What follows belongs to an exercise in optimizing a design on an open flow for small area; a production flow would make more cautious choices.
RTL that was checked went through simulation tests only; none was proved equivalent to the original.
No activity file was given, so power comes from the tool's default toggle rates.

Setup of the previous run:
==> flow/design.v <==
`timescale 1ns/100ps
`default_nettype none
package tdc_readout_pkg;
    localparam int NB_BYTE        = 8;
    localparam int BYTES_PER_WORD = 4;
    localparam int NB_WORD        = NB_BYTE * BYTES_PER_WORD;
    localparam int NB_FINE   = 12;
    localparam int NB_COARSE = NB_WORD - NB_FINE;
    localparam int UART_DATA_BITS  = 8;
    localparam int UART_FRAME_BITS = UART_DATA_BITS + 2;
    typedef struct packed {
        logic [NB_COARSE-1:0] coarse_count;
        logic [NB_FINE-1:0]   fine_code;
    } tdc_meas_t;
    typedef union packed {
        tdc_meas_t                              meas;
        logic [BYTES_PER_WORD-1:0][NB_BYTE-1:0] bytes;
    } tdc_word_u;
endpackage
`default_nettype wire
`timescale 1ns/100ps
`default_nettype none
module tdc_readout_top
#(
    parameter int FIFO_STAGES  = 4,
    parameter int STAGE_DEPTH  = 8,
    parameter int CLKS_PER_BIT = 64,
    parameter int READ_LIMIT   = 1024
) (
    input  wire            clkWizard,
    input  wire            finish_mem_reset,
    input  wire            measure_done,
    input  wire [31:0]     measure_word,
    input  wire            start_writing,
    input  wire            start_reading,
    output logic           led_write_err,
    output logic           led_write_stage,
    output logic           led_read_stage,
    output logic           tx
);
    localparam int DEPTH = FIFO_STAGES * STAGE_DEPTH;    
    localparam int PAIRS = DEPTH / 2;
    localparam int CW    = $clog2(DEPTH + 1);            
    localparam int SW    = $clog2(DEPTH);                
    wire rst = finish_mem_reset;
    logic writing, reading;
    wire  idle = !writing && !reading;
    wire  writing_nx = !rst && (idle ? start_writing : (writing && !start_reading));
    wire  reading_nx = !rst && (reading || (idle ? !start_writing && start_reading
                                                 : (writing && start_reading)));
    always_ff @(posedge clkWizard) begin
        writing <= writing_nx;
        reading <= reading_nx;
    end
    logic [CW-1:0] cnt;
    wire           full = cnt[CW-1];
    logic          can_push;     
    wire           push = measure_done && can_push;
    always_ff @(posedge clkWizard) begin
        if (rst) begin
            led_write_err   <= 1'b0;
            led_write_stage <= 1'b0;
            led_read_stage  <= 1'b0;
        end else begin
            led_write_err   <= measure_done && writing && full;
            led_write_stage <= writing;
            led_read_stage  <= reading;
        end
    end
    logic [2:0] arrived;
    wire        head_valid = arrived[2] && (cnt != '0);
    logic       holding;
    wire        take = reading && head_valid && !holding;
    wire [CW-1:0] cnt_nx = rst  ? '0 :
                           push ? cnt + 1'b1 :
                           take ? cnt - 1'b1 : cnt;
    wire          can_push_nx = writing_nx && !cnt_nx[CW-1];
    always_ff @(posedge clkWizard) begin
        cnt      <= cnt_nx;
        can_push <= can_push_nx;
        if (rst)
            arrived <= '0;
        else
            arrived <= {arrived[1:0], cnt != '0};
    end
    logic          odd;          
    logic          pending;      
    logic          direct;       
    logic          pending_n;    
    logic          direct_n;     
    logic [SW-1:0] shifts;       
    logic          cons_pend;    
    logic          consume;      
    wire align  = reading && (shifts != '0);
    wire rd_go  = (align || cons_pend) && !odd;
    wire shift  = pending || (measure_done && direct) || rd_go;
    wire hold   = pending_n && (!measure_done || direct_n) && !rd_go;
    wire odd_nx     = !rst && !shift && !odd;
    wire pending_nx = !rst && push && (pending || odd);
    wire direct_nx  = can_push_nx && !odd_nx && !pending_nx;
    always_ff @(posedge clkWizard) begin
        odd       <= odd_nx;
        pending   <= pending_nx;
        pending_n <= !pending_nx;
        direct    <= direct_nx;
        direct_n  <= !direct_nx;
        if (rst) begin
            shifts    <= '0;
            cons_pend <= 1'b0;
        end else begin
            if (shift && !cons_pend)
                shifts <= shifts + 1'b1;
            cons_pend <= consume || (cons_pend && odd);
        end
    end
    logic        ph_a, ph_b;
    logic [31:0] dly;
    logic [31:0] pos_e [0:PAIRS-1];
    logic [31:0] pos_o [0:PAIRS-1];
    always_ff @(posedge clkWizard) begin
        if (rst) begin
            ph_a <= 1'b0;
            ph_b <= 1'b0;
        end else begin
            ph_a <= !ph_b;
            ph_b <= ph_a;
        end
    end
    always_ff @(posedge clkWizard) begin
        dly <= measure_word;
    end
    wire [31:0] src = (pending ? dly : measure_word) ^ {32{ph_b}};
    always_ff @(posedge clkWizard) begin
        pos_e[0] <= ~((src & {32{shift}}) | (pos_o[0] & {32{hold}}));
        for (int i = 1; i < PAIRS; i++)
            pos_e[i] <= ~((pos_o[i-1] & {32{shift}}) | (pos_o[i] & {32{hold}}));
        for (int i = 0; i < PAIRS; i++)
            pos_o[i] <= pos_e[i];
    end
    logic [1:0] byte_idx;        
    logic       send;
    logic       busy;
    always_ff @(posedge clkWizard) begin
        if (rst) begin
            holding  <= 1'b0;
            byte_idx <= '0;
            send     <= 1'b0;
        end else begin
            send <= holding && !busy && !send;
            if (take)
                holding <= 1'b1;
            else if (send && byte_idx == 2'd3)
                holding <= 1'b0;
            if (send)
                byte_idx <= byte_idx + 1'b1;
        end
    end
    logic [5:0] tick;
    logic [3:0] bit_idx;
    wire        bit_end = (tick == 6'd63);
    wire [1:0] cur_byte = byte_idx - 1'b1;
    wire       head_bit = pos_o[PAIRS-1][{cur_byte, bit_idx[2:0]}] ^ ph_b;
    logic      pre;
    wire       data_bit = odd ? pre : head_bit;
    always_ff @(posedge clkWizard) begin
        if (!odd)
            pre <= head_bit;
    end
    assign consume = busy && bit_end && (bit_idx == 4'd8) && (cur_byte == 2'd3);
    always_ff @(posedge clkWizard) begin
        if (rst) begin
            busy    <= 1'b0;
            tx      <= 1'b1;
            tick    <= '0;
            bit_idx <= '0;
        end else if (!busy) begin
            if (send) begin
                busy <= 1'b1;
                tx   <= 1'b0;
            end
        end else begin
            tick <= tick + 1'b1;
            if (bit_end) begin
                if (bit_idx == 4'd9) begin
                    busy    <= 1'b0;
                    tx      <= 1'b1;
                    bit_idx <= '0;
                end else begin
                    bit_idx <= bit_idx + 1'b1;
                    tx      <= bit_idx[3] ? 1'b1 : data_bit;
                end
            end
        end
    end
endmodule
`default_nettype wire
==> flow/config.mk <==
export PLATFORM = sky130hd
export DESIGN_NAME = tdc_readout_top
export DESIGN_NICKNAME = tdc_readout_top
export VERILOG_FILES = /design/flow/design.v
export SDC_FILE = /design/flow/constraint.sdc
export NUM_CORES = 4
export LEC_CHECK = 0
export CAP_MARGIN = 20
export CORE_MARGIN = 2
export CORE_UTILIZATION = 60
export CTS_BUF_LIST = sky130_fd_sc_hd__clkbuf_8
export CTS_CLUSTER_DIAMETER = 60
export CTS_CLUSTER_SIZE = 20
export SLEW_MARGIN = 20
==> flow/constraint.sdc <==
create_clock -name core_clock -period 5.0 [get_ports {clkWizard}]
set_input_delay 1.0000 -clock core_clock [delete_from_list [all_inputs] [get_ports {clkWizard}]]
set_output_delay 1.0000 -clock core_clock [all_outputs]
set_load 0.01 [all_outputs]
standard.sh (not shown) runs the stock make flow with config.mk's settings and CLKGATE_MAP_FILE= SYNTH_SCRIPT=/design/flow/synth_recipe.tcl, a recipe that flattens the netlist after the stock synthesis.
==> flow/flow/run.sh <==
#!/bin/bash
set -euo pipefail
export BUFFER_PORTS_ARGS="-buffer_cell sky130_fd_sc_hd__buf_1"
bash standard.sh > make.log 2>&1
diff inputs: the previous run => the current run
--- a/flow/design.v
+++ b/flow/design.v
@@ -129,11 +129,12 @@
     always_ff @(posedge clkWizard) begin
         dly <= measure_word;
     end
-    wire [31:0] src = (pending ? dly : measure_word) ^ {32{ph_b}};
+    wire [31:0] src_n = ~((dly | {32{pending_n}}) & (measure_word | {32{pending}}));
+    wire [31:0] src   = src_n ^ {32{!ph_b}};
     always_ff @(posedge clkWizard) begin
-        pos_e[0] <= ~((src & {32{shift}}) | (pos_o[0] & {32{hold}}));
+        pos_e[0] <= ~((src | {32{hold}}) & (pos_o[0] | {32{shift}}));
         for (int i = 1; i < PAIRS; i++)
-            pos_e[i] <= ~((pos_o[i-1] & {32{shift}}) | (pos_o[i] & {32{hold}}));
+            pos_e[i] <= ~((pos_o[i-1] | {32{hold}}) & (pos_o[i] | {32{shift}}));
         for (int i = 0; i < PAIRS; i++)
             pos_o[i] <= pos_e[i];
     end
[summary]
Summary — relative slew slack, the current run relative to the previous run: higher, by 5.3 points.
| share of total power in the clock network | lower: the current run |
Between the previous run and the current run, the difference in end-of-flow core utilization is negligible.
The current run vs. the previous run: fraction of the mapped netlist area in simple logic gates has remained practically unchanged, total number of vias went down.
Lower non-clock buffer count in the final layout among the previous run and the current run: the previous run
Summary of the comparison: relative contribution of combinational cells to total power is higher in the current run, relative to the previous run.
met1 routing resource usage after global routing in the current run is 1.7 points lower than in the previous run
Placed wire-length estimate went down by a little under 10% going from the previous run to the current run.
The previous run → the current run: adder-cell area share of the yosys netlist has remained practically unchanged; hold slack grew by 0.0093 ns.

* * *

## 11-21
// tdc_readout_top: RTL as listed in full above, without the edits since
make LEC_CHECK=0 CAP_MARGIN=20 CORE_MARGIN=2 CORE_UTILIZATION=60 CTS_BUF_LIST=sky130_fd_sc_hd__clkbuf_8 CTS_CLUSTER_DIAMETER=60 CTS_CLUSTER_SIZE=20 SLEW_MARGIN=20 finish   # period 5.0 ns
run.sh (not shown) runs the stock make flow with config.mk's settings and CLKGATE_MAP_FILE= SYNTH_SCRIPT=/design/flow/synth_recipe.tcl, a recipe that flattens the netlist after the stock synthesis.
Stock flow here: none of the scripts above is used.
11-21 went all the way through synthesis, placement and routing and the layout is clean on timing, DRC and antenna.
--- input diff 11-21..06-15 ---
--- a/flow/design.v
+++ b/flow/design.v
@@ -128,13 +128,14 @@
     end
     always_ff @(posedge clkWizard) begin
         dly <= measure_word;
     end
-    wire [31:0] src = (pending ? dly : measure_word) ^ {32{ph_b}};
+    wire [31:0] src_n = ~((dly | {32{pending_n}}) & (measure_word | {32{pending}}));
+    wire [31:0] src   = src_n ^ {32{!ph_b}};
     always_ff @(posedge clkWizard) begin
-        pos_e[0] <= ~((src & {32{shift}}) | (pos_o[0] & {32{hold}}));
+        pos_e[0] <= ~((src | {32{hold}}) & (pos_o[0] | {32{shift}}));
         for (int i = 1; i < PAIRS; i++)
-            pos_e[i] <= ~((pos_o[i-1] & {32{shift}}) | (pos_o[i] & {32{hold}}));
+            pos_e[i] <= ~((pos_o[i-1] | {32{hold}}) & (pos_o[i] | {32{shift}}));
         for (int i = 0; i < PAIRS; i++)
             pos_o[i] <= pos_e[i];
     end
     logic [1:0] byte_idx;        
==> comparison <==
- Compared with 11-21, in 06-15 power share of the clock group dropped 0.2 points; number of buffer and inverter stages on the critical path dropped 1; global-route usage dropped 1.4 points; power barely changed.
- Compared with 11-21, in 06-15 non-clock buffer count -about 1.8%, estimated wirelength of the detail-placed design lower.

* * *

lane 1:
tdc_readout_top, a different RTL version from the one above (not shown whole).
Size in the first run: roughly 1100 flip-flops, ~28000 sq um of cells after synthesis.
// tdc_readout_top
module tdc_readout_top
#(
    parameter int FIFO_STAGES  = 4,
    parameter int STAGE_DEPTH  = 8,
    parameter int CLKS_PER_BIT = 64,
    parameter int READ_LIMIT   = 1024
) (
    input  wire            clkWizard,
    input  wire            finish_mem_reset,
    input  wire            measure_done,
    input  wire [31:0]     measure_word,
    input  wire            start_writing,
    input  wire            start_reading,
    output logic           led_write_err,
    output logic           led_write_stage,
    output logic           led_read_stage,
    output logic           tx
);
==> module tdc_readout_top, before the edit <==
module tdc_readout_top
#(
    parameter int FIFO_STAGES  = 4,
    parameter int STAGE_DEPTH  = 8,
    parameter int CLKS_PER_BIT = 64,
    parameter int READ_LIMIT   = 1024
) (
    input  wire            clkWizard,
    input  wire            finish_mem_reset,
    input  wire            measure_done,
    input  wire [31:0]     measure_word,
    input  wire            start_writing,
    input  wire            start_reading,
    output logic           led_write_err,
    output logic           led_write_stage,
    output logic           led_read_stage,
    output logic           tx
);
    localparam int DEPTH = FIFO_STAGES * STAGE_DEPTH;    
    localparam int PAIRS = DEPTH / 2;
    localparam int CW    = $clog2(DEPTH + 1);            
    localparam int SW    = $clog2(DEPTH);                
    wire rst = finish_mem_reset;
    logic writing, reading;
    wire  idle = !writing && !reading;
    wire  writing_nx = !rst && (idle ? start_writing : (writing && !start_reading));
    wire  reading_nx = !rst && (reading || (idle ? !start_writing && start_reading
                                                 : (writing && start_reading)));
    always_ff @(posedge clkWizard) begin
        writing <= writing_nx;
        reading <= reading_nx;
    end
    logic [CW-1:0] cnt;
    wire           full = cnt[CW-1];
    logic          can_push;     
    wire           push = measure_done && can_push;
    always_ff @(posedge clkWizard) begin
        if (rst) begin
            led_write_err   <= 1'b0;
            led_write_stage <= 1'b0;
            led_read_stage  <= 1'b0;
        end else begin
            led_write_err   <= measure_done && writing && full;
            led_write_stage <= writing;
            led_read_stage  <= reading;
        end
    end
    logic [2:0] arrived;
    wire        head_valid = arrived[2] && (cnt != '0);
    logic       holding;
    wire        take = reading && head_valid && !holding;
    wire [CW-1:0] cnt_nx = rst  ? '0 :
                           push ? cnt + 1'b1 :
                           take ? cnt - 1'b1 : cnt;
    wire          can_push_nx = writing_nx && !cnt_nx[CW-1];
    always_ff @(posedge clkWizard) begin
        cnt      <= cnt_nx;
        can_push <= can_push_nx;
        if (rst)
            arrived <= '0;
        else
            arrived <= {arrived[1:0], cnt != '0};
    end
    logic          odd;          
    logic          pending;      
    logic          direct;       
    logic          pending_n;    
    logic          direct_n;     
    logic [4:0]    shifts;       
    logic          cons_pend;    
    logic          consume;      
    wire align  = reading && (shifts != '0);
    wire rd_go  = (align || cons_pend) && !odd;
    wire shift  = pending || (measure_done && direct) || rd_go;
    wire hold   = pending_n && (!measure_done || direct_n) && !rd_go;
    wire odd_nx     = !rst && !shift && !odd;
    wire pending_nx = !rst && push && (pending || odd);
    wire direct_nx  = can_push_nx && !odd_nx && !pending_nx;
    always_ff @(posedge clkWizard) begin
        odd       <= odd_nx;
        pending   <= pending_nx;
        pending_n <= !pending_nx;
        direct    <= direct_nx;
        direct_n  <= !direct_nx;
        if (rst) begin
            shifts    <= '0;
            cons_pend <= 1'b0;
        end else begin
            if (shift && !cons_pend)
                shifts <= {shifts[3:0], shifts[4] ^ shifts[2] ^ (shifts[3:0] == 4'd0)};
            cons_pend <= consume || (cons_pend && odd);
        end
    end
    logic        ph_a, ph_b;
    logic [31:0] dly;
    logic [31:0] pos_e [0:PAIRS-1];
    logic [31:0] pos_o [0:PAIRS-1];
    always_ff @(posedge clkWizard) begin
        if (rst) begin
            ph_a <= 1'b0;
            ph_b <= 1'b0;
        end else begin
            ph_a <= !ph_b;
            ph_b <= ph_a;
        end
    end
    always_ff @(posedge clkWizard) begin
        dly <= measure_word;
    end
    wire [31:0] src_n = ~((dly | {32{pending_n}}) & (measure_word | {32{pending}}));
    wire [31:0] src   = src_n ^ {32{!ph_b}};
    always_ff @(posedge clkWizard) begin
        pos_e[0] <= ~((src | {32{hold}}) & (pos_o[0] | {32{shift}}));
        for (int i = 1; i < PAIRS; i++)
            pos_e[i] <= ~((pos_o[i-1] | {32{hold}}) & (pos_o[i] | {32{shift}}));
        for (int i = 0; i < PAIRS; i++)
            pos_o[i] <= pos_e[i];
    end
    logic [1:0] byte_idx;        
    logic       send;
    logic       busy;
    always_ff @(posedge clkWizard) begin
        if (rst) begin
            holding  <= 1'b0;
            byte_idx <= '0;
            send     <= 1'b0;
        end else begin
            send <= holding && !busy && !send;
            if (take)
                holding <= 1'b1;
            else if (send && byte_idx == 2'd3)
                holding <= 1'b0;
            if (send)
                byte_idx <= byte_idx + 1'b1;
        end
    end
    logic [5:0] tick;
    logic [3:0] bit_idx;
    wire        bit_end = (tick == 6'b100000);
    wire [1:0] cur_byte = byte_idx - 1'b1;
    wire       head_bit = pos_o[PAIRS-1][{cur_byte, bit_idx[2:0]}] ^ ph_b;
    logic      pre;
    wire       data_bit = odd ? pre : head_bit;
    always_ff @(posedge clkWizard) begin
        if (!odd)
            pre <= head_bit;
    end
    assign consume = busy && bit_end && (bit_idx == 4'd8) && (cur_byte == 2'd3);
    always_ff @(posedge clkWizard) begin
        if (rst) begin
            busy    <= 1'b0;
            tx      <= 1'b1;
            tick    <= '0;
            bit_idx <= '0;
        end else if (!busy) begin
            if (send) begin
                busy <= 1'b1;
                tx   <= 1'b0;
            end
        end else begin
            tick <= {tick[4:0], tick[5] ^ tick[4] ^ (tick[4:0] == 5'd0)};
            if (bit_end) begin
                if (bit_idx == 4'd9) begin
                    busy    <= 1'b0;
                    tx      <= 1'b1;
                    bit_idx <= '0;
                end else begin
                    bit_idx <= bit_idx + 1'b1;
                    tx      <= bit_idx[3] ? 1'b1 : data_bit;
                end
            end
        end
    end
endmodule
==> flow/config.mk <==
export PLATFORM = sky130hd
export DESIGN_NAME = tdc_readout_top
export DESIGN_NICKNAME = tdc_readout_top
export VERILOG_FILES = /design/flow/design.v
export SDC_FILE = /design/flow/constraint.sdc
export NUM_CORES = 4
export LEC_CHECK = 0
export CAP_MARGIN = 20
export CORE_MARGIN = 2
export CORE_UTILIZATION = 60
export CTS_BUF_LIST = sky130_fd_sc_hd__clkbuf_8
export CTS_CLUSTER_DIAMETER = 60
export CTS_CLUSTER_SIZE = 22
export SLEW_MARGIN = 20
==> flow/constraint.sdc <==
create_clock -name core_clock -period 5.0 [get_ports {clkWizard}]
set_input_delay 1.0000 -clock core_clock [delete_from_list [all_inputs] [get_ports {clkWizard}]]
set_output_delay 1.0000 -clock core_clock [all_outputs]
set_load 0.01 [all_outputs]
standard.sh (not shown) runs the stock make flow with config.mk's settings and CLKGATE_MAP_FILE= SYNTH_SCRIPT=/design/flow/synth_recipe.tcl, a recipe that flattens the netlist after the stock synthesis.
==> flow/flow/run.sh <==
#!/bin/bash
set -euo pipefail
export BUFFER_PORTS_ARGS="-buffer_cell sky130_fd_sc_hd__buf_1"
export CTS_ARGS="-sink_clustering_enable -repair_clock_nets -sink_clustering_size 22 -sink_clustering_max_diameter 60 -buf_list sky130_fd_sc_hd__clkbuf_8 -dont_use_dummy_load"
bash standard.sh > make.log 2>&1
> inputs changed (lane 1 -> lane 2)
diff --git a/flow/design.v b/flow/design.v
--- a/flow/design.v
+++ b/flow/design.v
@@ -88,7 +88,7 @@
     logic          direct;       
     logic          pending_n;    
     logic          direct_n;     
-    logic [4:0]    shifts;       
+    logic [SW-1:0] shifts;       
     logic          cons_pend;    
     logic          consume;      
     wire align  = reading && (shifts != '0);
@@ -109,7 +109,7 @@
             cons_pend <= 1'b0;
         end else begin
             if (shift && !cons_pend)
-                shifts <= {shifts[3:0], shifts[4] ^ shifts[2] ^ (shifts[3:0] == 4'd0)};
+                shifts <= shifts + 1'b1;
             cons_pend <= consume || (cons_pend && odd);
         end
     end
@@ -158,7 +158,7 @@
     end
     logic [5:0] tick;
     logic [3:0] bit_idx;
-    wire        bit_end = (tick == 6'b100000);
+    wire        bit_end = (tick == 6'd63);
     wire [1:0] cur_byte = byte_idx - 1'b1;
     wire       head_bit = pos_o[PAIRS-1][{cur_byte, bit_idx[2:0]}] ^ ph_b;
     logic      pre;
@@ -180,7 +180,7 @@
                 tx   <= 1'b0;
             end
         end else begin
-            tick <= {tick[4:0], tick[5] ^ tick[4] ^ (tick[4:0] == 5'd0)};
+            tick <= tick + 1'b1;
             if (bit_end) begin
                 if (bit_idx == 4'd9) begin
                     busy    <= 1'b0;
### Flow results
Summary of lane 2 over lane 1: die footprint ~0 delta, signed area change from the synthesized netlist to the final layout +0.22 points, via count of the routed design ~0 delta.
Delta (lane 2 minus lane 1): synthesized cell count increased about 0.9%; non-clock buffer count decreased 2.
On total power, lane 2 and lane 1 are neck and neck.
No functional check of the RTL was part of lane 1.

-- port drivers added, routing unchanged --
No port has a modelled driver above. Below, the same layouts with a new extraction and two added sets of constraints.
Step 1: set_driving_cell puts a clkbuf_16 on clkWizard and a buf_2 on each other input, an assumption about the parent block.
Step 2 times the ports against the registers' clock, not the clock port: input delays grow and output delays shrink by t, the midpoint of the rising clock arrivals with the driver on.
a / b / c = no drivers / after step 1 / after step 2; a / b = the first two.
run | t (ns) | setup slack, ns | clock arrival spread, ns
the previous run | 0.711 | 2.015 / 2.015 / 1.914 | 0.036 / 0.036
the current run | 0.692 | 1.961 / 1.961 / 1.872 | 0.025 / 0.025
11-21 | 0.743 | 1.902 / 1.902 / 1.506 | 0.019 / 0.018
06-15 | 0.731 | 2.150 / 2.162 / 1.450 | 0.020 / 0.020
lane 1 | 0.717 | 2.113 / 2.113 / 1.859 | 0.060 / 0.061
lane 2 | 0.709 | 2.012 / 2.012 / 1.890 | 0.055 / 0.055
After both steps setup and hold are still met in every run listed. The setup slack of 06-15, which loses most, moves by +0.012 ns with the drivers and by -0.700 ns with both steps.
